What follows belongs to an exercise in optimizing a design on an open flow for small area, a short achievable clock period and few clock cycles per item; a production flow would make more cautious choices.
No functional check of the RTL was part of any run shown here.
Power and IR drop assume default switching activity.

==> flow/design.v, too long to show whole: its modules and the start of the top module <==
// module math_core_alu: 925 lines
module math_core_alu #(
    parameter int DW = 32,
    parameter int CW = 32
) (
    input  logic          clk,
    input  logic          rst,
    input  logic [0:1]    mode,
    input  logic          in_valid,
    output logic          in_ready,
    input  logic [0:DW-1] ain,
    input  logic [0:DW-1] bin,
    output logic          out_valid,
    input  logic          out_ready,
    output logic [0:DW-1] result,
    output logic          ovf,
    output logic [0:CW-1] statistic,
    input  logic          stat_ld,
    input  logic [0:CW-1] stat_din,
    input  logic          flush,
    output logic          busy
);
  // ...
==> flow/flow/run.sh <==
#!/bin/bash
# The standard layout, with plain buf_1 port buffers and a tighter setup target
# for timing repair; the log of the whole make run goes to standard.log.
bash standard.sh BUFFER_PORTS_ARGS="-buffer_cell sky130_fd_sc_hd__buf_1" SETUP_SLACK_MARGIN=5.6 finish > standard.log 2>&1
==> flow/standard.sh <==
#!/bin/bash
# synth_recipe.tcl (not shown) runs the flow's synth.tcl, then flattens the netlist and writes it again
# the make line also repeats each setting of config.mk as NAME=value (left out here)
make -C /OpenROAD-flow-scripts/flow DESIGN_CONFIG=/design/flow/config.mk WORK_HOME=/design/flow/orfs CLKGATE_MAP_FILE= SYNTH_SCRIPT=/design/flow/synth_recipe.tcl "${@:-finish}"
==> flow/config.mk <==
export PLATFORM = sky130hd
export DESIGN_NAME = math_core_alu
export DESIGN_NICKNAME = math_core_alu
export VERILOG_FILES = /design/flow/design.v
export SDC_FILE = /design/flow/constraint.sdc
export NUM_CORES = 4
export LEC_CHECK = 0
export ABC_AREA = 1
export CAP_MARGIN = 20
export CORE_MARGIN = 2
export CORE_UTILIZATION = 40
export SLEW_MARGIN = 20
==> flow/constraint.sdc <==
create_clock -name core_clock -period 10.0 [get_ports {clk}]
set_input_delay 2.0000 -clock core_clock [delete_from_list [all_inputs] [get_ports {clk}]]
set_output_delay 2.0000 -clock core_clock [all_outputs]
set_load 0.01 [all_outputs]
==> flow_summary.ini, run 1 <==
[synthesis]
syn_nets = 2895
synth.yosys.warnings = 1
synth_edf_count = 120
yosys_register_bits = 154
async_flop_share = 0.2208
synth_area_leader_cell = fa_1
synthMuxAreaShare = 0.0004811
synth_common_cells = 414 x nand2_1, 347 x inv_1, 320 x xor2_1

[cts]
clock_latency_ns = 0.51
cts_hold_buffers = 0
cts_max_path_buffers = 2
cts.clk_slew.worst_paths_ns = 0.07
numCtsBuffers = 17

[drt]
num_vias = 20590
dr_wl_met3_mm = 9.266
detail_route.first_pass.iterations = 5

[layout]
n_sequential_cell = 154
diodes = 3
inverters = 382
final-clk-cell-share = 0.02225
comb.multi_input.count = 1815
nNonClkBuffers = 450
final_cell_mix = 373 x nand2_1, 305 x xor2_1, 274 x inv_1
multi_input_area_um2 = 15810

[hold_path]
hp-class = reg -> reg
whs_path_depth = 1

[global_routing]
grt_pass1_wl_mm = 125.9
groute.usage.overall = 0.3148
grt-ovfl-total = 0
grtUsageMet3 = 0.08939

[sta]
finalSetupViolations = 0
finalClockSkew_ns = 0.01975

[critical_path]
cp_slowest_cell = fa_2
crit_cells = 21

[pwr]
peakVddDrop_mv = 0.1341
p_sw_uw = 3441
cellPowerDensity_nw_per_um2 = 265.1
p_leak_uw = 0.01184
p_sw_frac = 0.4840

[outcome]
outcome = complete, no violations
==> inputs of run 2 (changes only) <==
--- a/flow/design.v
+++ b/flow/design.v
@@ -16,19 +16,22 @@
     output logic [0:CW-1] statistic,
     input  logic          stat_ld,
     input  logic [0:CW-1] stat_din,
     input  logic          flush,
     output logic          busy
 );
     logic [31:0]   a1;
     logic [31:0]   b1;
+    logic [16:0]   bone_1;
+    logic [15:0]   btwo_1;
+    logic [15:0]   bneg_1;
     logic [1:0]    m1;
     logic          v1;
-    localparam int K = 16;
+    localparam int K = 24;
     logic [31:K]   s2;
     logic [31:K]   c2;
     logic [K-1:0]  lo2;
     logic          ck2;
     logic          k1_2;
     logic          k2_2;
     logic          mulp2;
     logic [2-1:0] l32_2;
@@ -36,24 +39,38 @@
     logic [CW-1:0] r_stat;
     logic          take2;
     logic          en1;
     logic          hs;
     assign take2    = !v2 || out_ready;
     assign en1      = !v1 || take2;
     assign in_ready = !flush && en1;
     assign hs       = v2 && out_ready && !flush;
+    logic [31:0] bin_v;
     logic [34:0] bx;
-    logic [16:0] bone, btwo, bneg;
-    assign bx = {2'b00, b1, 1'b0};
+    logic [16:0] bone_in, btwo_in;
+    assign bin_v = bin;
+    assign bx    = {2'b00, bin_v, 1'b0};
     always_comb begin
         for (int i = 0; i < 17; i++) begin
-            bone[i] = bx[2*i+1] ^ bx[2*i];
-            btwo[i] = (bx[2*i+2] & ~bx[2*i+1] & ~bx[2*i]) | (~bx[2*i+2] & bx[2*i+1] & bx[2*i]);
-            bneg[i] = bx[2*i+2];
+            bone_in[i] = bx[2*i+1] ^ bx[2*i];
+            btwo_in[i] = (bx[2*i+2] & ~bx[2*i+1] & ~bx[2*i]) | (~bx[2*i+2] & bx[2*i+1] & bx[2*i]);
+        end
+    end
+    logic [16:0] bone, btwo, bneg;
+    assign bone[16] = bone_1[16];
+    assign btwo[16] = 1'b0;
+    assign bneg[16] = 1'b0;
+    assign bone[15:0] = bone_1[15:0];
+    assign btwo[15:0] = btwo_1;
+    assign bneg[15:0] = bneg_1;
+    always_comb begin
+        for (int i = 0; i < 16; i++) begin
+            b1[2*i+1] = bneg_1[i];
+            b1[2*i]   = bone_1[i] ^ ((i == 0) ? 1'b0 : bneg_1[i-1]);
         end
     end
     logic [31:0] mul_s, mul_c;
     logic        mul_p32;            
     logic [2-1:0] mul_l32;        
     wire pp0_0, pp0_1, pp0_2, pp0_3, pp0_4, pp0_5, pp0_6, pp0_7, pp0_8, pp0_9, pp0_10, pp0_11, pp0_12, pp0_13, pp0_14, pp0_15, pp0_16, pp0_17, pp0_18, pp0_19, pp0_20, pp0_21, pp0_22, pp0_23, pp0_24, pp0_25, pp0_26, pp0_27, pp0_28, pp0_29, pp0_30, pp0_31, pp0_32, pp1_0, pp1_1, pp1_2, pp1_3, pp1_4, pp1_5, pp1_6, pp1_7, pp1_8, pp1_9, pp1_10, pp1_11, pp1_12, pp1_13, pp1_14, pp1_15, pp1_16, pp1_17, pp1_18, pp1_19, pp1_20, pp1_21, pp1_22, pp1_23, pp1_24, pp1_25, pp1_26, pp1_27, pp1_28, pp1_29, pp1_30, pp2_0, pp2_1, pp2_2, pp2_3, pp2_4, pp2_5, pp2_6, pp2_7, pp2_8, pp2_9, pp2_10, pp2_11, pp2_12, pp2_13, pp2_14, pp2_15, pp2_16, pp2_17, pp2_18, pp2_19, pp2_20, pp2_21, pp2_22, pp2_23, pp2_24, pp2_25, pp2_26, pp2_27, pp2_28, pp3_0, pp3_1, pp3_2, pp3_3, pp3_4, pp3_5, pp3_6, pp3_7, pp3_8, pp3_9, pp3_10, pp3_11, pp3_12, pp3_13, pp3_14, pp3_15, pp3_16, pp3_17, pp3_18, pp3_19, pp3_20, pp3_21, pp3_22, pp3_23, pp3_24, pp3_25, pp3_26, pp4_0, pp4_1, pp4_2, pp4_3, pp4_4, pp4_5, pp4_6, pp4_7, pp4_8, pp4_9, pp4_10, pp4_11, pp4_12, pp4_13, pp4_14, pp4_15, pp4_16, pp4_17, pp4_18, pp4_19, pp4_20, pp4_21, pp4_22, pp4_23, pp4_24, pp5_0, pp5_1, pp5_2, pp5_3, pp5_4, pp5_5, pp5_6, pp5_7, pp5_8, pp5_9, pp5_10, pp5_11, pp5_12, pp5_13, pp5_14, pp5_15, pp5_16, pp5_17, pp5_18, pp5_19, pp5_20, pp5_21, pp5_22, pp6_0, pp6_1, pp6_2, pp6_3, pp6_4, pp6_5, pp6_6, pp6_7, pp6_8, pp6_9, pp6_10, pp6_11, pp6_12, pp6_13, pp6_14, pp6_15, pp6_16, pp6_17, pp6_18, pp6_19, pp6_20, pp7_0, pp7_1, pp7_2, pp7_3, pp7_4, pp7_5, pp7_6, pp7_7, pp7_8, pp7_9, pp7_10, pp7_11, pp7_12, pp7_13, pp7_14, pp7_15, pp7_16, pp7_17, pp7_18, pp8_0, pp8_1, pp8_2, pp8_3, pp8_4, pp8_5, pp8_6, pp8_7, pp8_8, pp8_9, pp8_10, pp8_11, pp8_12, pp8_13, pp8_14, pp8_15, pp8_16, pp9_0, pp9_1, pp9_2, pp9_3, pp9_4, pp9_5, pp9_6, pp9_7, pp9_8, pp9_9, pp9_10, pp9_11, pp9_12, pp9_13, pp9_14, pp10_0, pp10_1, pp10_2, pp10_3, pp10_4, pp10_5, pp10_6, pp10_7, pp10_8, pp10_9, pp10_10, pp10_11, pp10_12, pp11_0, pp11_1, pp11_2, pp11_3, pp11_4, pp11_5, pp11_6, pp11_7, pp11_8, pp11_9, pp11_10, pp12_0, pp12_1, pp12_2, pp12_3, pp12_4, pp12_5, pp12_6, pp12_7, pp12_8, pp13_0, pp13_1, pp13_2, pp13_3, pp13_4, pp13_5, pp13_6, pp14_0, pp14_1, pp14_2, pp14_3, pp14_4, pp15_0, pp15_1, pp15_2, pp16_0;
     assign pp0_0 = bneg[0] ^ ((bone[0] & a1[0]) | (btwo[0] & 1'b0));
     assign pp0_1 = bneg[0] ^ ((bone[0] & a1[1]) | (btwo[0] & a1[0]));
@@ -901,17 +918,20 @@
             else if (take2) v2 <= v1;
             if (stat_ld)    r_stat <= stat_din;
             else if (hs && !(&r_stat)) r_stat <= r_stat + 1'b1;
         end
     end
     always_ff @(posedge clk) begin
         if (en1) begin
             a1 <= ain;
-            b1 <= bin;
+            bone_1 <= bone_in;
+            btwo_1 <= btwo_in[15:0];
+            bneg_1 <= {bin_v[31], bin_v[29], bin_v[27], bin_v[25], bin_v[23], bin_v[21], bin_v[19], bin_v[17],
+                       bin_v[15], bin_v[13], bin_v[11], bin_v[9], bin_v[7], bin_v[5], bin_v[3], bin_v[1]};
             m1 <= mode;
         end
     end
     always_ff @(posedge clk) begin
         if (take2) begin
             s2   <= s_n[31:K];
             c2   <= c_n[31:K];
             lo2  <= lo_n[K:1];
==> run 2 against run 1 <==
Fmax is 9.6% lower. Register-to-register slack lost 0.53 ns. Clock skew decreased by 0.00073 ns. Sequential share of layout area increased by 0.38 points. Die area increased by 2.1%. Critical endpoint is now ck2. Design area rose by 3.0%. Area after synthesis is 2.1% higher. Setup slack worse by 0.53 ns. Synthesized cell count grew 2.6%. Final cell count grew 2.3%.
==> flow_summary.ini, run 2 <==
[critical_path]
worst-r2r-setup-slack_ns = 4.48
arrival_ns = 5.75
reg2regPathDepth = 19
crit_chain = clkinvlp_4, buf_6, o22ai_2, xor2_1, fa_1, inv_1, fa_1, fa_1, inv_1, fa_2, inv_2, fa_2, a221oi_2, ha_1, nand2_4, nor2_4, a2111oi_4, o21a_1, o41ai_2
cpMostUsedCell = fa_1
timing_worst_setup_path_type = reg -> reg
cp_slowest_cell = edfxtp_1
worst_path_largest_cell_delay_ns = 0.56
r2r_end = ck2
cp_max_fo = 3
cp-end-kind = flip-flop
reg2reg_from = a1[19]
start_kind = flip-flop
required_ns = 10.23

[hold_path]
hp-start = r_stat[31]
hp-class = reg -> reg
whs_path_depth = 2
holdPathEnd = r_stat[31]

[synthesis]
synthCells = 2554
synth.avg_cell_area_um2 = 8.316
synth_area_leader_cell = fa_1
synth_most_common_cell = inv_1
synth.yosys.warnings = 1
async_flop_share = 0.2099
synth_top_family_by_area = adder cells
yosysSeqAreaShare = 0.2210
synth-compound-area-share = 0.1443
syn_area_um2 = 21240
yosys_register_bits = 162
synth_fa_ha_area_frac = 0.2498
synthMuxAreaShare = 0.01007
synth_cell_type_count = 54
synth_edf_count = 128
synth_xor_xnor_area_share = 0.1431
synth_top_area_frac = 0.1932
synth_common_cells = 393 x inv_1, 343 x nand2_1, 321 x xor2_1
syn_nets = 2959
synth_simple_gate_area_frac = 0.1298
synthTopCellsByArea = fa_1 19%, edfxtp_1 18%, xor2_1 13%
synthFlopType = edfxtp_1

[cts]
cts_tree = yes
cts.clk_slew.worst_paths_ns = 0.08
clock_latency_ns = 0.48
cts_hold_buffers = 0
numCtsBuffers = 17
cts_max_path_buffers = 2
htreeDepth = 4
root_buffer = clkbuf_16
clock-sinks = 162

[layout]
nFillCells = 4846
layout.nets = 3299
area_growth_pct = 30.07
seqCellArea_um2 = 4695
layout_top_registers = a1 x32, r_stat x32, lo2 x24
multi_input_area_um2 = 16010
drive_gt1_frac = 0.2570
final_cell_mix = 320 x inv_1, 310 x nand2_1, 300 x xor2_1
stdcell_area_um2 = 27630
mostFrequentLayoutCell = inv_1

[drt]
routed_wl_mm = 93.42
drc_errors = 0
viasPerCell = 5.974
drtAntennaViolNets = 0
detail_route.first_pass.iterations = 9
post_drt_wl_per_cell_um = 25.98
drt-initial-drc-count = 2811
num_vias = 21480

[pwr]
p_sw_frac = 0.4932
p_leak_uw = 0.01227
peakVddDrop_mv = 0.1647
p_int_uw = 4060
pwr-share-clk = 0.084
cellPowerDensity_nw_per_um2 = 290.0
pwr-share-seq = 0.133
p_sw_uw = 3951
comb_power_share = 0.784

[placement]
place_hpwl_mm = 60.53
placed_cell_area_um2 = 22710
place_congestion = 1.044
port_buffers = 171
post-place-ws_ns = 3.185

[global_routing]
grt_pass1_wl_mm = 132.8
grt_use_met2 = 0.4996
grt_max_degree = 61
grtUsageMet3 = 0.1116
gr-max-usage-layer = met2
groute.usage.overall = 0.3334
use_met1 = 0.4244
grt_antenna_before_repair = 4
grt_pass1_vias = 21150
grt-ovfl-total = 0

[sta]
worst_slack_ns = 4.479
clock.fmax_ghz = 0.1811
setup_tns_ns = 0
hold_slack_ns = 0.5811
finalClockSkew_ns = 0.01902
min_period_ns = 5.522
finalSetupViolations = 0
slew_violations = 0
fin_crit_sh = 0.5521
tightest_slew_ns = 0.9533
hold_viol_final = 0
relSlewSlack = 0.3629
grt_setup_unrepaired = true

[floorplan]
start_util = 0.4042
io_pins = 172
fp.coreArea_um2 = 52550
rows = 84
die_y_um = 234.4
die_area_um2 = 54960
die_w_um = 234.4

[flow_run]
max-cap-violations = 0

[outcome]
outcome = complete, no violations
-- run 2: cell count changes after synthesis, sizes merged, moves of 7 or more --
cell    change
o22ai      +10
nand2      -68
inv        +45
nand4       +7
a22oi      +11
nor2       +61
o211ai     -16
edfxtp      +8
a21oi       +9
mux2       +19
clkbuf     -11
o21ai      -31
-- run 2: per-stage QoR --
stage,utilization,std cells,power (uW)
2_1_floorplan,-,2554,4364
5_1_grt,0.5256,3595,8675
3_5_place_dp,0.4322,3318,5908
6_report,0.5257,3596,8010
4_1_cts,0.4983,3528,7405
3_3_place_gp,0.4322,3318,5841
-- run 2: worst max path at each step --
stage,startpoint,to,slack (ns),cells after the start
floorplan,out_ready,in_ready,4.94,4
global placement,bneg_1[3],ck2,3.37,17
detailed placement,bneg_1[3],ck2,3.19,17
CTS,a1[20],ck2,4.58,19
global route,a1[19],ck2,4.34,19
finish,a1[19],ck2,4.48,19
-- run 2: cells by family after synthesis --
logic type / count (synthesis)
simple gates: 650
buf+inv: 571
compound gates: 504
xor+xnor: 347
fa+ha+maj: 301
flops: 162
mux: 19
-- run 2: critical path, delay by kind of cell, from the launching register on --
family | cells | cell delay, ns
and+or+nand+nor | 2 | 0.15
buffers and inverters | 5 | 0.71
adders and majority gates | 6 | 2.50
xor gates and xnor gates | 1 | 0.21
DFF | 1 | 0.56
AOI/OAI and AO/OA | 5 | 1.14
-- run 2: cell type report --
type,instances,share of cell area
Timing Repair Buffer,464,0.1344
Inverter,426,0.06368
Tap cell,688,0.03116
Clock buffer,21,0.01631
Clock inverter,11,0.004620
Sequential cell,162,0.1699
Timing Repair inverter,1,0.0002718
Antenna cell,1,0.00009058
Multi-Input combinational cell,1822,0.5795
-- run 2: timing repair --
| action | CTS | global route |
|---|---|---|
| setup buffers | 171 | 64 |
| pin swaps | 105 | 144 |
| setup endpoints to repair | 49 | 45 |
| cloned | 7 | 3 |
| gates resized for setup | 372 | 217 |
-- run 2: metal layers --
layer | wire [um] | up-vias | part of all wire
met3 | 12040 | 416 | 0.13
li1 | - | 9094 | -
met1 | 34920 | 10400 | 0.37
met5 | 23 | - | 0.00025
met4 | 6134 | 4 | 0.066
met2 | 40300 | 1572 | 0.43
-- run 2: power groups by stage --
stage | registers [uW] | clock network (uW) | logic, uW
final | 1060 | 669 | 6280
after global routing | 1070 | 708 | 6890
after CTS | 1060 | 685 | 5660
after detailed placement | 1080 | 0 | 4830
after global placement | 1070 | 0 | 4770
after floorplan | 1060 | 0 | 3300

re-timing with driven ports:
The results above use ideal ports. As a check the final layouts listed here were re-extracted and re-timed, cells and wires unchanged.
Step 1 sets driving cells, clkbuf_16 on the clock port and buf_2 on the other inputs (assumed; they add their load-dependent delay and slew).
Step 2 also shifts input and output timing later by t, the mid clock arrival at the registers, as if the neighbouring blocks saw the same clock.
Three values: ideal ports, drivers, drivers and shift; two values: the first two.
run	shift t [ns]	slack for setup (ns)	hold slack, ns	worst data-port slew with drivers (ns)
run 1	0.553	5.007 / 5.007 / 5.007	0.557 / 0.557 / 0.557	0.08
run 2	0.528	4.478 / 4.478 / 4.478	0.581 / 0.581 / 0.581	0.07
After both steps every run listed still meets setup and hold.
